This design comes from an exercise in tuning for small area, a short achievable clock period and few clock cycles on the open sky130 flow, not from production work.
The RTL was checked by simulation tests, not by an equivalence proof against the original design.
Power is estimated from default activity; no workload was simulated.

## exp/raven
// rvCore
module rvCore #(
    parameter int addrBits = 10
) (
    input  logic                CLK,
    input  logic                rstN,
    input  logic [31:0]         instr,
    output logic [addrBits-1:0] instrAddr,
    output logic                ramWe,
    output logic [9:0]          ramAddr,    
    output logic [31:0]         ramWdata,
    input  logic [31:0]         ramRdata,
    output logic [31:0]         gpio
);
For scale: ~1,200 flip-flops, ~150 I/O pins, ~60,000 µm² of cells after synthesis.
==> flow/config.mk <==
export PLATFORM = sky130hd
export DESIGN_NAME = rvCore
export DESIGN_NICKNAME = rvCore
export VERILOG_FILES = /design/flow/design.v
export SDC_FILE = /design/flow/constraint.sdc
export NUM_CORES = 4
export LEC_CHECK = 0
export ABC_AREA = 1
export CAP_MARGIN = 20
export CELL_PAD_IN_SITES_DETAIL_PLACEMENT = 1
export CELL_PAD_IN_SITES_GLOBAL_PLACEMENT = 2
export CORE_MARGIN = 2
export CORE_UTILIZATION = 30
export PLACE_DENSITY = 0.45
export SETUP_SLACK_MARGIN = 5.0
export SLEW_MARGIN = 20
export TNS_END_PERCENT = 0
==> flow/constraint.sdc <==
create_clock -name core_clock -period 7.0 [get_ports {CLK}]
set_input_delay 1.4000 -clock core_clock [delete_from_list [all_inputs] [get_ports {CLK}]]
set_output_delay 1.4000 -clock core_clock [all_outputs]
set_load 0.01 [all_outputs]
standard.sh (not shown) runs the stock make flow with config.mk's settings and CLKGATE_MAP_FILE= SYNTH_SCRIPT=/design/flow/synth_recipe.tcl, a recipe that flattens the netlist after the stock synthesis.
==> flow/flow/run.sh <==
#!/bin/bash
# The standard layout (standard.sh, all ORFS steps from synthesis to finish)
# with one change: buffer_ports gives every input and output port a buf_2
# buffer instead of the delay cell (clkdlybuf4s50) it picks by default.
# ORFS writes each step's full log under orfs/logs/; make's own output goes
# to standard_make.log here.
set -euo pipefail
export BUFFER_PORTS_ARGS="-buffer_cell sky130_fd_sc_hd__buf_2"
bash standard.sh > standard_make.log 2>&1
Testbench counts of exp/raven, summed over its fixed seeds: cycles 20,076.
#### Input delta (exp/amber over exp/raven)
Settings: changing TNS_END_PERCENT from 0 to 1; changing SETUP_SLACK_MARGIN from 5.0 to 4.6.
==> flow/run.sh (new file) <==
#!/bin/bash
# synth_recipe.tcl (not shown) runs the flow's synth.tcl, then flattens the netlist and writes it again
# the make line also repeats each setting of config.mk as NAME=value (left out here)
make -C /OpenROAD-flow-scripts/flow DESIGN_CONFIG=/design/flow/config.mk WORK_HOME=/design/flow/orfs CLKGATE_MAP_FILE= SYNTH_SCRIPT=/design/flow/synth_recipe.tcl finish
removed: flow/flow/run.sh
removed: flow/standard.sh
## What came out
- Summary: with exp/raven as the reference, post-layout net count in exp/amber moved up slightly.
- Going from exp/raven to exp/amber, worst setup margin up 0.042 ns; depth of the most critical reg-to-reg path up 7; met1 track demand over resource in global routing down 0.23 points; number of antenna violations at the first check in global routing up about 20%.
- Mapped cell area came out exactly the same in exp/amber and exp/raven.
- Compared with exp/raven, the router placed more vias in exp/amber.
- Changes observed in exp/amber relative to exp/raven: area of all placed cells without fillers increased about 4%, number of cells upsized or downsized after cts moved up, routed wire length now larger, power climbed 0.00039 W.
## Diff of input files: exp/fjord against exp/amber
Settings: SETUP_SLACK_MARGIN changed from 4.6 to 5.0.
--- outcome ---
- On met1 demand-to-capacity share in global routing, exp/fjord and exp/amber are neck and neck.
- Against exp/amber as the reference, exp/fjord delivers a higher number of logic stages on the critical path including buffering.
- Lower met3 wirelength from detailed routing goes to exp/amber over exp/fjord.
- Relative to exp/amber, the final cell area reported for exp/fjord is higher.
- Number of gates given a new drive strength after cts (lower): exp/amber
- exp/amber and exp/fjord ended up with roughly the same total via count in the routed design.
- Area overhead of the layout relative to synthesis is lower on exp/amber

---

## v28
The RTL this note starts from:
==> flow/design.v <==
`timescale 1ns/1ps
package rvCorePkg;
    localparam int xLen = 32;
    localparam logic [6:0] opR     = 7'h33;
    localparam logic [6:0] opImm   = 7'h13;
    localparam logic [6:0] opLoad  = 7'h03;
    localparam logic [6:0] opStore = 7'h23;
endpackage
`timescale 1ns/1ps
module aluUnit (
    input  logic [31:0] a,
    input  logic [31:0] b,
    input  logic        sub,       
    input  logic        selSum,
    input  logic        selSlt,
    input  logic        selSltu,
    input  logic        selXor,
    input  logic        selOr,
    input  logic        selAnd,
    input  logic        selSll,
    input  logic        selSr,     
    input  logic        arith,     
    output logic [31:0] y
);
    logic [32:0] sum;
    logic        ltu;
    logic        lt;
    logic [4:0]  sh;
    logic [31:0] shIn;
    logic [31:0] shOut;
    logic [31:0] shRev;
    logic        fill;
    logic [31:0] bx, gen, prop;
    logic [31:0] gl [0:5];
    logic [31:0] pl [0:5];
    logic [32:0] carry;
    assign bx   = b ^ {32{sub}};
    assign gen  = a & bx;
    assign prop = a ^ bx;
    always_comb begin
        gl[0] = gen;
        pl[0] = prop;
        gl[0][0] = gen[0] | (prop[0] & sub);
        for (int l = 0; l < 5; l++) begin
            for (int i = 0; i < 32; i++) begin
                if (i >= (1 << l)) begin
                    gl[l+1][i] = gl[l][i] | (pl[l][i] & gl[l][i - (1 << l)]);
                    pl[l+1][i] = pl[l][i] & pl[l][i - (1 << l)];
                end else begin
                    gl[l+1][i] = gl[l][i];
                    pl[l+1][i] = pl[l][i];
                end
            end
        end
        carry = {gl[5], sub};
    end
    assign sum = {carry[32], prop ^ carry[31:0]};
    assign ltu = ~sum[32];
    assign lt  = (a[31] ^ b[31]) ? a[31] : sum[31];
    assign sh   = b[4:0];
    assign fill = arith & a[31];
    always_comb begin
        for (int i = 0; i < 32; i++) shIn[i] = selSll ? a[31-i] : a[i];
    end
    assign shOut = 32'($signed({fill, shIn}) >>> sh);
    always_comb begin
        for (int i = 0; i < 32; i++) shRev[i] = shOut[31-i];
    end
    assign y = ({32{selSum}} & sum[31:0])
             | ({32{selXor}} & (a ^ b))
             | ({32{selOr}}  & (a | b))
             | ({32{selAnd}} & (a & b))
             | ({32{selSr}}  & shOut)
             | ({32{selSll}} & shRev)
             | {31'd0, (selSlt & lt) | (selSltu & ltu)};
endmodule
`timescale 1ns/1ps
module regFile (
    input  logic        CLK,
    input  logic [31:1] rs1Sel,    
    input  logic [31:1] rs2Sel,
    output logic [31:0] rs1Data,
    output logic [31:0] rs2Data,
    input  logic        we,
    input  logic [4:0]  rd,
    input  logic [31:0] wdata
);
    logic [31:0] regs [1:31];
    always_comb begin
        rs1Data = '0;
        rs2Data = '0;
        for (int i = 1; i < 32; i++) begin
            rs1Data = rs1Data | ({32{rs1Sel[i]}} & regs[i]);
            rs2Data = rs2Data | ({32{rs2Sel[i]}} & regs[i]);
        end
    end
    always_ff @(posedge CLK) begin
        for (int i = 1; i < 32; i++) begin
            if (we && rd == 5'(i)) regs[i] <= wdata;
        end
    end
endmodule
`timescale 1ns/1ps
`timescale 1ns/1ps
`timescale 1ns/1ps
`timescale 1ns/1ps
`timescale 1ns/1ps
module rvCore #(
    parameter int addrBits = 10
) (
    input  logic                CLK,
    input  logic                rstN,
    input  logic [31:0]         instr,
    output logic [addrBits-1:0] instrAddr,
    output logic                ramWe,
    output logic [9:0]          ramAddr,    
    output logic [31:0]         ramWdata,
    input  logic [31:0]         ramRdata,
    output logic [31:0]         gpio
);
    logic [addrBits-1:0] pc;
    logic                stall;
    assign instrAddr = pc;
    always_ff @(posedge CLK) begin
        if (!rstN)       pc <= '0;
        else if (!stall) pc <= pc + 1'b1;
    end
    logic [31:7] dIr;
    logic        dR, dI, dL, dS;    
    always_ff @(posedge CLK) begin
        if (!rstN) begin
            {dR, dI, dL, dS} <= '0;
        end else if (!stall) begin
            dR <= instr[6:0] == rvCorePkg::opR;
            dI <= instr[6:0] == rvCorePkg::opImm;
            dL <= instr[6:0] == rvCorePkg::opLoad;
            dS <= instr[6:0] == rvCorePkg::opStore;
        end
    end
    always_ff @(posedge CLK) begin
        if (!stall) dIr <= instr[31:7];
    end
    logic [4:0]  dRd, dRs1, dRs2;
    logic [2:0]  dF3;
    logic        dAlt;
    logic [11:0] dImmI;
    logic [9:0]  dImmS;
    logic        dUses1, dUses2, dWrites;
    assign dRd    = dIr[11:7];
    assign dF3    = dIr[14:12];
    assign dRs1   = dIr[19:15];
    assign dRs2   = dIr[24:20];
    assign dAlt   = dIr[30];
    assign dImmI  = dIr[31:20];
    assign dImmS  = {dIr[29:25], dIr[11:7]};
    assign dUses1 = dR | dI | dL | dS;
    assign dUses2 = dR | dS;
    assign dWrites = (dR | dI | dL) && dRd != 5'd0;
    logic        eWe, eLd, eSt;
    logic [4:0]  eRd;
    logic        mWe, mLd, mRamWe, mGpioWe;
    logic [4:0]  mRd;
    logic [31:0] mX;         
    logic [31:0] mFA, mFB;   
    logic [9:0]  mAddr;
    assign stall = eWe && eLd
                   && ((dUses1 && dRs1 == eRd) || (dUses2 && dRs2 == eRd));
    logic [4:0] nRs1, nRs2;
    logic       nUses1, nUses2, nFwdE1, nFwdE2, nFwdM1, nFwdM2;
    logic [6:0] nOpcode;
    assign nRs1    = stall ? dRs1 : instr[19:15];
    assign nRs2    = stall ? dRs2 : instr[24:20];
    assign nOpcode = instr[6:0];
    assign nUses1  = stall ? dUses1
                           : (nOpcode == rvCorePkg::opR || nOpcode == rvCorePkg::opImm
                              || nOpcode == rvCorePkg::opLoad || nOpcode == rvCorePkg::opStore);
    assign nUses2  = stall ? dUses2
                           : (nOpcode == rvCorePkg::opR || nOpcode == rvCorePkg::opStore);
    assign nFwdE1 = !stall && nUses1 && dWrites && !dL && dRd == nRs1;
    assign nFwdE2 = !stall && nUses2 && dWrites && !dL && dRd == nRs2;
    assign nFwdM1 = !nFwdE1 && nUses1 && eWe && eRd == nRs1;
    assign nFwdM2 = !nFwdE2 && nUses2 && eWe && eRd == nRs2;
    logic [31:1] dSel1, dSel2;   
    logic        dFwdA, dFwdB;   
    logic        dFwdM1, dFwdM2;  
    always_ff @(posedge CLK) begin
        for (int i = 1; i < 32; i++) begin
            dSel1[i] <= nUses1 && !nFwdE1 && !nFwdM1 && nRs1 == 5'(i);
            dSel2[i] <= nUses2 && !nFwdE2 && !nFwdM2 && nRs2 == 5'(i);
        end
        dFwdA  <= nFwdE1;
        dFwdB  <= nFwdE2;
        dFwdM1 <= nFwdM1;
        dFwdM2 <= nFwdM2;
    end
    logic [31:0] rf1, rf2, mVal, dA, dB;
    assign mVal = mLd ? ramRdata : mX;
    regFile regs (
        .CLK(CLK), .rs1Sel(dSel1), .rs2Sel(dSel2), .rs1Data(rf1), .rs2Data(rf2),
        .we(mWe), .rd(mRd), .wdata(mVal)
    );
    assign dA = rf1 | ({32{dFwdM1}} & mVal);
    assign dB = rf2 | ({32{dFwdM2}} & mVal) | ({32{dI | dL}} & {{20{dImmI[11]}}, dImmI});
    logic [31:0] eA, eB;
    logic [9:0]  eImm;
    logic        eSub, eSelSum, eSelSlt, eSelSltu, eSelXor, eSelOr, eSelAnd;
    logic        eSelSll, eSelSr, eArith;
    always_ff @(posedge CLK) begin
        if (!rstN || stall) begin
            eWe <= 1'b0;
            eLd <= 1'b0;
            eSt <= 1'b0;
        end else begin
            eWe <= dWrites;
            eLd <= dL;
            eSt <= dS;
        end
    end
    always_ff @(posedge CLK) begin
        eRd   <= dRd;
        eA    <= dA;
        eB    <= dB;
        eImm  <= dS ? dImmS : dImmI[9:0];
        eSub     <= (dR && dF3 == 3'd0 && dAlt) || dF3 == 3'd2 || dF3 == 3'd3;
        eSelSum  <= dF3 == 3'd0;
        eSelSll  <= dF3 == 3'd1;
        eSelSlt  <= dF3 == 3'd2;
        eSelSltu <= dF3 == 3'd3;
        eSelXor  <= dF3 == 3'd4;
        eSelSr   <= dF3 == 3'd5;
        eSelOr   <= dF3 == 3'd6;
        eSelAnd  <= dF3 == 3'd7;
        eArith   <= dAlt && dF3 == 3'd5;
    end
    logic [31:0] opA, opB, aluY;
    logic [9:0]  eAddr;
    assign opA = eA | mFA;
    assign opB = eB | mFB;
    aluUnit alu (
        .a(opA), .b(opB), .sub(eSub),
        .selSum(eSelSum), .selSlt(eSelSlt), .selSltu(eSelSltu),
        .selXor(eSelXor), .selOr(eSelOr), .selAnd(eSelAnd),
        .selSll(eSelSll), .selSr(eSelSr), .arith(eArith),
        .y(aluY)
    );
    assign eAddr = opA[9:0] + eImm;
    always_ff @(posedge CLK) begin
        if (!rstN) begin
            mWe     <= 1'b0;
            mLd     <= 1'b0;
            mRamWe  <= 1'b0;
            mGpioWe <= 1'b0;
        end else begin
            mWe     <= eWe;
            mLd     <= eLd;
            mRamWe  <= eSt && eAddr != 10'd0;
            mGpioWe <= eSt && eAddr == 10'd0;
        end
    end
    always_ff @(posedge CLK) begin
        mRd   <= eRd;
        mAddr <= eAddr;
        mX    <= eSt ? opB : aluY;
        mFA   <= dFwdA ? aluY : '0;
        mFB   <= dFwdB ? aluY : '0;
    end
    assign ramWe    = mRamWe;
    assign ramAddr  = mAddr;
    assign ramWdata = mX;
    always_ff @(posedge CLK) begin
        if (!rstN)        gpio <= '0;
        else if (mGpioWe) gpio <= mX;
    end
endmodule
Settings: LEC_CHECK=0, ABC_AREA=1, CAP_MARGIN=20, CELL_PAD_IN_SITES_DETAIL_PLACEMENT=1, CELL_PAD_IN_SITES_GLOBAL_PLACEMENT=2, CORE_MARGIN=2, CORE_UTILIZATION=55, CTS_CLUSTER_DIAMETER=80, CTS_CLUSTER_SIZE=20, PLACE_DENSITY=0.45, SETUP_SLACK_MARGIN=5.0, SLEW_MARGIN=20, TNS_END_PERCENT=0; clock period 7.0 ns.
==> flow/flow/run.sh <==
#!/bin/bash
# The standard layout (standard.sh, all ORFS steps from synthesis to finish)
# with one change: buffer_ports gives every input and output port a buf_2
# buffer instead of the delay cell (clkdlybuf4s50) it picks by default.
# ORFS writes each step's full log under orfs/logs/; make's own output goes
# to standard_make.log here.
set -euo pipefail
export BUFFER_PORTS_ARGS="-buffer_cell sky130_fd_sc_hd__buf_2"
bash standard.sh > standard_make.log 2>&1
v28 did not stop at any stage, and its layout met the timing, DRC and antenna checks.
Testbench counts of v28, summed over its fixed seeds: cycles 20,124.
The following lists how v45 was set up differently from v28:
Settings: swapping 55 for 30 in CORE_UTILIZATION.
==> run notes <==
- Compared to v28, v45 shows a wider setup margin.
- When v45 is measured against v28, its hold slack turns out 0.020 ns higher.
- Wire length of the first global-routing pass: v28 and v45 compared, higher one is v45
- Summary of v45 over v28: first-iteration DRC count dropped 3,498, count of sequential standard cells has remained practically unchanged, number of non-clock buffers up 101, clock slew at the register clock pins of the worst setup and hold paths now sits at about the same level, finished layout cell area rose about 7%.
- Relative to v28, final clock period utilization by the worst path has decreased by 1.3 points in v45.
- A launching instance or port of the critical path of dIr[31]$_DFFE_PN_ is what v45 shows, while dSel2[24]$_DFF_P_ belongs to v28.
For v3, these inputs were changed with respect to v45:
Settings: a change of CORE_UTILIZATION from 30 to 45.
Results
- The logic gate share of total power was comparable across v3 and v45.
- Going from v45 to v3, the non-filler instance count after layout was found to have gone down by about 12%.
- Taking v45 as the reference point, the wire length of v3 falls by about 15%.
- met1 capacity usage during global routing in v3 is 9.9 points higher than in v45
- Looking at source of the critical timing path, the dIr[31]$_DFFE_PN_ result is from v45; the dSel2[22]$_DFF_P_ one comes from v3.
Setup changes, v3 to v18
Settings: CORE_UTILIZATION: 45 -> 50.
Results
- Status | v3 and v18 | clean
- Between v3 and v18, via count is higher for v18, v3 comes in under that.
- ~same leakage power figure in v3 and v18
- Fmax: v18 above v3
- Compared with v3, v18 shows power share of the combinational group higher by 0.2 points.
- Cells: v18 has fewer instances than v3
- Going from v3 to v18, number of multi-input combinational cells closely matched the old numbers; fraction of layout cells with a size suffix above 1 up 0.73 points.
- When v18 is set beside v3, its setup slack at placement turns out to be 0.034 ns larger.
- v3 vs v18, worst setup path startpoint: dSel2[22]$_DFF_P_ vs mRd[0]$_DFF_P_

## afterwards: timing with drivers on the ports
In the flow no input, the clock included, has a driving cell. The finished layouts below were timed again as built, in two steps.
Step 1 assumes that a clkbuf_16 drives the clock port and a buf_2 every other input.
Step 2 adds t to the input delays and takes it off the output delays; t is the mean of the earliest and latest rising clock arrival at the registers after step 1. Input paths then give back, and output paths get back, about the clock's delay inside the block.
Slacks: ideal ports / drivers / drivers and shift; pairs: ideal ports / drivers.
run	t, ns	setup slack, ns	worst slew at a driven data input, ns
exp/raven	0.916	3.984 / 3.991 / 3.083	0.13
exp/amber	0.917	4.026 / 3.984 / 3.078	0.25
exp/fjord	0.924	4.063 / 4.018 / 3.169	0.11
v28	0.782	3.981 / 3.981 / 3.439	0.06
v45	0.875	4.069 / 4.069 / 3.417	0.12
v3	0.819	3.945 / 3.945 / 3.355	0.11
v18	0.821	4.111 / 4.111 / 3.378	0.11
After both steps setup and hold are still met in every run listed. The setup slack of exp/amber, which loses most, moves by -0.042 ns with the drivers and by -0.948 ns with both steps.
